Background: an optimization exercise with open tools, aiming at small area, a short achievable clock period and few clock cycles per item. Do not read the settings as production practice.
Function was checked by simulation only, so behaviour that the tests miss may differ from the original.
Power is estimated from default activity; no workload was simulated.

## dense_neuron_mac
module dense_neuron_mac #(
  parameter int unsigned N     = nn_pkg::N,
  parameter int unsigned FRAC  = nn_pkg::FRAC,
  parameter int unsigned LEN_W = 9,
  parameter int unsigned ACC_W = 72
) (
  input  logic                    clk,
  input  logic                    rst,
  input  logic                    start,
  input  logic        [LEN_W-1:0] len,
  input  logic signed [N-1:0]     bias,
  input  logic                    relu_en,
  input  logic                    in_valid,
  output logic                    in_ready,
  input  logic signed [N-1:0]     x,
  input  logic signed [N-1:0]     w,
  output logic                    out_valid,
  input  logic                    out_ready,
  output logic signed [N-1:0]     out,
  output logic                    sat,
  output logic                    busy,
  output logic                    done
);
  logic             busy_q;
  logic             in_ready_q;
  ...
Size in the first run: about 3400 cells after synthesis, roughly 270 flip-flops, roughly 150 I/O pins, roughly 34000 um^2 of cells after synthesis.
Settings: LEC_CHECK=0, CAP_MARGIN=20, CORE_MARGIN=2, CORE_UTILIZATION=45, PLACE_DENSITY=0.72, SLEW_MARGIN=20; clock period 12.0 ns.
standard.sh (not shown) runs the stock make flow with config.mk's settings and CLKGATE_MAP_FILE= SYNTH_SCRIPT=/design/flow/synth_recipe.tcl, a recipe that flattens the netlist after the stock synthesis.
==> flow/flow/run.sh <==
#!/bin/bash
set -euo pipefail
bash standard.sh 'BUFFER_PORTS_ARGS=-buffer_cell sky130_fd_sc_hd__buf_2' SETUP_SLACK_MARGIN=7.8 TNS_END_PERCENT=0 SKIP_INCREMENTAL_REPAIR=1 SYNTH_ARGS=-noabc finish > flow_standard.log 2>&1
Testbench counts at the start, summed over its fixed seeds: cycles 13,071, beats 11,791.
Change:
==> flow/flow/run.sh (replaced) <==
#!/bin/bash
set -euo pipefail
bash standard.sh 'BUFFER_PORTS_ARGS=-buffer_cell sky130_fd_sc_hd__buf_2' SETUP_SLACK_MARGIN=8.6 TNS_END_PERCENT=0 SKIP_INCREMENTAL_REPAIR=1 SYNTH_ARGS=-noabc finish > flow_standard.log 2>&1
GPL_ROUTABILITY_DRIVEN = 0   (was not set)
Combinational power increases by 30%.
Via count increases by 3.2%.
Hold slack gets worse by 9.6 ps.
Non-clock buffer count increases by 49.
Change:
==> flow/flow/run.sh (replaced) <==
#!/bin/bash
set -euo pipefail
here=$(pwd)
bash standard.sh 'BUFFER_PORTS_ARGS=-buffer_cell sky130_fd_sc_hd__buf_2' SETUP_SLACK_MARGIN=8.6 TNS_END_PERCENT=0 SKIP_INCREMENTAL_REPAIR=1 SYNTH_ARGS=-noabc "PRE_RESIZE_TCL=$here/flow/pre_resize.tcl" finish > flow_standard.log 2>&1
==> flow/flow/pre_resize.tcl (new file) <==
set_max_fanout 16 [current_design]
GPL_ROUTABILITY_DRIVEN = not set   (was 0)
What happened: Total power came out higher by 1.1%. Design area rises by 2.0%. Wire length came out higher by 7.0%. Non-clock buffer count climbs by 149.
Change:
==> flow/flow/run.sh (replaced) <==
#!/bin/bash
set -euo pipefail
bash standard.sh 'BUFFER_PORTS_ARGS=-buffer_cell sky130_fd_sc_hd__buf_2' SETUP_SLACK_MARGIN=8.3 TNS_END_PERCENT=0 SKIP_INCREMENTAL_REPAIR=1 SYNTH_ARGS=-noabc finish > flow_standard.log 2>&1
removed: flow/flow/pre_resize.tcl
After rerunning: Die area stays the same. Global-route usage came out lower by 2.4 points. Flip-flop and latch count does not change. Core utilization came out lower by 2.2 points. Routed wire length came out lower by a little under a tenth. Fmax came out higher by a few percent. Via count came out lower by a few percent. Design area came out lower by a few percent. Worst setup slack improves by 120 ps.

Starting RTL as in the previous note.
clock: 12.0 ns
lec_check: 0
cap_margin: 20
core_margin: 2
core_utilization: 45
place_density: 0.72
slew_margin: 20
==> flow/flow/run.sh <==
#!/bin/bash
set -euo pipefail
bash standard.sh 'BUFFER_PORTS_ARGS=-buffer_cell sky130_fd_sc_hd__buf_2' SETUP_SLACK_MARGIN=8.6 TNS_END_PERCENT=2 SKIP_INCREMENTAL_REPAIR=1 SYNTH_ARGS=-noabc finish > flow_standard.log 2>&1
Testbench counts at the start, summed over its fixed seeds: cycles 13,071, beats 11,791.
Edit:
==> flow/flow/run.sh (replaced) <==
#!/bin/bash
set -euo pipefail
bash standard.sh 'BUFFER_PORTS_ARGS=-buffer_cell sky130_fd_sc_hd__buf_2' SETUP_SLACK_MARGIN=8.3 TNS_END_PERCENT=0 SKIP_INCREMENTAL_REPAIR=1 SYNTH_ARGS=-noabc finish > flow_standard.log 2>&1
- CORE_UTILIZATION: 45 -> 40
- PLACE_DENSITY: 0.72 -> default
What happened:
- routed wire length climbs slightly
- via count is lower by a few percent
- worst setup slack degrades by 120 ps
- worst hold slack is better by 12 ps
- power rose by a few percent
Edit:
==> flow/flow/run.sh (replaced) <==
#!/bin/bash
set -euo pipefail
bash standard.sh 'BUFFER_PORTS_ARGS=-buffer_cell sky130_fd_sc_hd__buf_2' SETUP_SLACK_MARGIN=8.6 TNS_END_PERCENT=0 SKIP_INCREMENTAL_REPAIR=1 SYNTH_ARGS=-noabc finish > flow_standard.log 2>&1
- CORE_UTILIZATION: 40 -> 50
- clock skew went up by 5.0 ps
- final area went down by about 1.1%
- routed wire length went up by 5.7%
- first-iteration DRC count went up by 9.5%
- die area went down by about 20%
- synthesized area stays the same
- synthesized cell count is unchanged
Edit:
==> flow/flow/run.sh (replaced) <==
#!/bin/bash
set -euo pipefail
bash standard.sh 'BUFFER_PORTS_ARGS=-buffer_cell sky130_fd_sc_hd__buf_2' SETUP_SLACK_MARGIN=9.0 TNS_END_PERCENT=0 SKIP_INCREMENTAL_REPAIR=1 SYNTH_ARGS=-noabc finish > flow_standard.log 2>&1
- CORE_UTILIZATION: 50 -> 45
- PLACE_DENSITY: default -> 0.72
The changed run passed the timing, design-rule and antenna checks.
Core utilization shrinks by 5.5 points.
Die area grows by 11%.
Cell area grows by 0.43%.
Routed wire length shrinks by 8.0%.
Combinational power shrinks by about 7%.
Clock-buffer cell count shrinks by 2.
First-iteration DRC count grows by 11%.
Edit:
==> flow/flow/run.sh (replaced) <==
#!/bin/bash
set -euo pipefail
bash standard.sh 'BUFFER_PORTS_ARGS=-buffer_cell sky130_fd_sc_hd__buf_2' SETUP_SLACK_MARGIN=8.3 TNS_END_PERCENT=0 SKIP_INCREMENTAL_REPAIR=1 SYNTH_ARGS=-noabc finish > flow_standard.log 2>&1
- CORE_UTILIZATION: 45 -> 50
- PLACE_DENSITY: 0.72 -> default
After rerunning:
- The changed run went through all stages and came out clean
- final area rose slightly
- combinational power rose by roughly a tenth
- total power rose by a few percent
- wire length rose by roughly a tenth
- utilization rose by 6.2 points
- worst setup slack gets worse by 100 ps
- global-route usage rose by 7.1 points
- clock power rose by a little under a tenth
- die area fell by roughly a tenth

separate check: timing with driven ports:
In the flow no input, the clock included, has a driving cell. The finished layouts below were timed again as built, in two steps.
Step 1 assumes that a clkbuf_16 drives the clock port and a buf_2 every other input.
Step 2 moves the port delays by t, midway between the first and last clock arrival at a register: inputs arrive t later, outputs are due t later. That takes back most of the time a late clock gives input paths.
Three values: ideal, step 1, step 2; two values: the first two.
run | t, ns | slack for setup (ns) | cell pins on the clock port's net
the first run of note 1 | 0.621 | 7.572 / 7.572 / 7.572 | 1
the second run of note 1 | 0.627 | 8.247 / 8.247 / 8.241 | 1
the third run of note 1 | 0.619 | 7.918 / 7.918 / 7.573 | 1
the fourth run of note 1 | 0.649 | 8.043 / 8.043 / 7.563 | 1
the first run of note 2 | 0.629 | 8.245 / 8.245 / 8.229 | 1
the second run of note 2 | 0.651 | 8.122 / 8.122 / 8.122 | 1
the third run of note 2 | 0.652 | 8.209 / 8.209 / 8.097 | 1
the fourth run of note 2 | 0.627 | 8.247 / 8.247 / 8.241 | 1
the fifth run of note 2 | 0.633 | 8.145 / 8.145 / 7.623 | 1
After both steps every run listed still meets setup and hold. For the fifth run of note 2, which loses most, drivers alone change the setup slack by 0.000 ns; drivers and shift together by -0.522 ns.
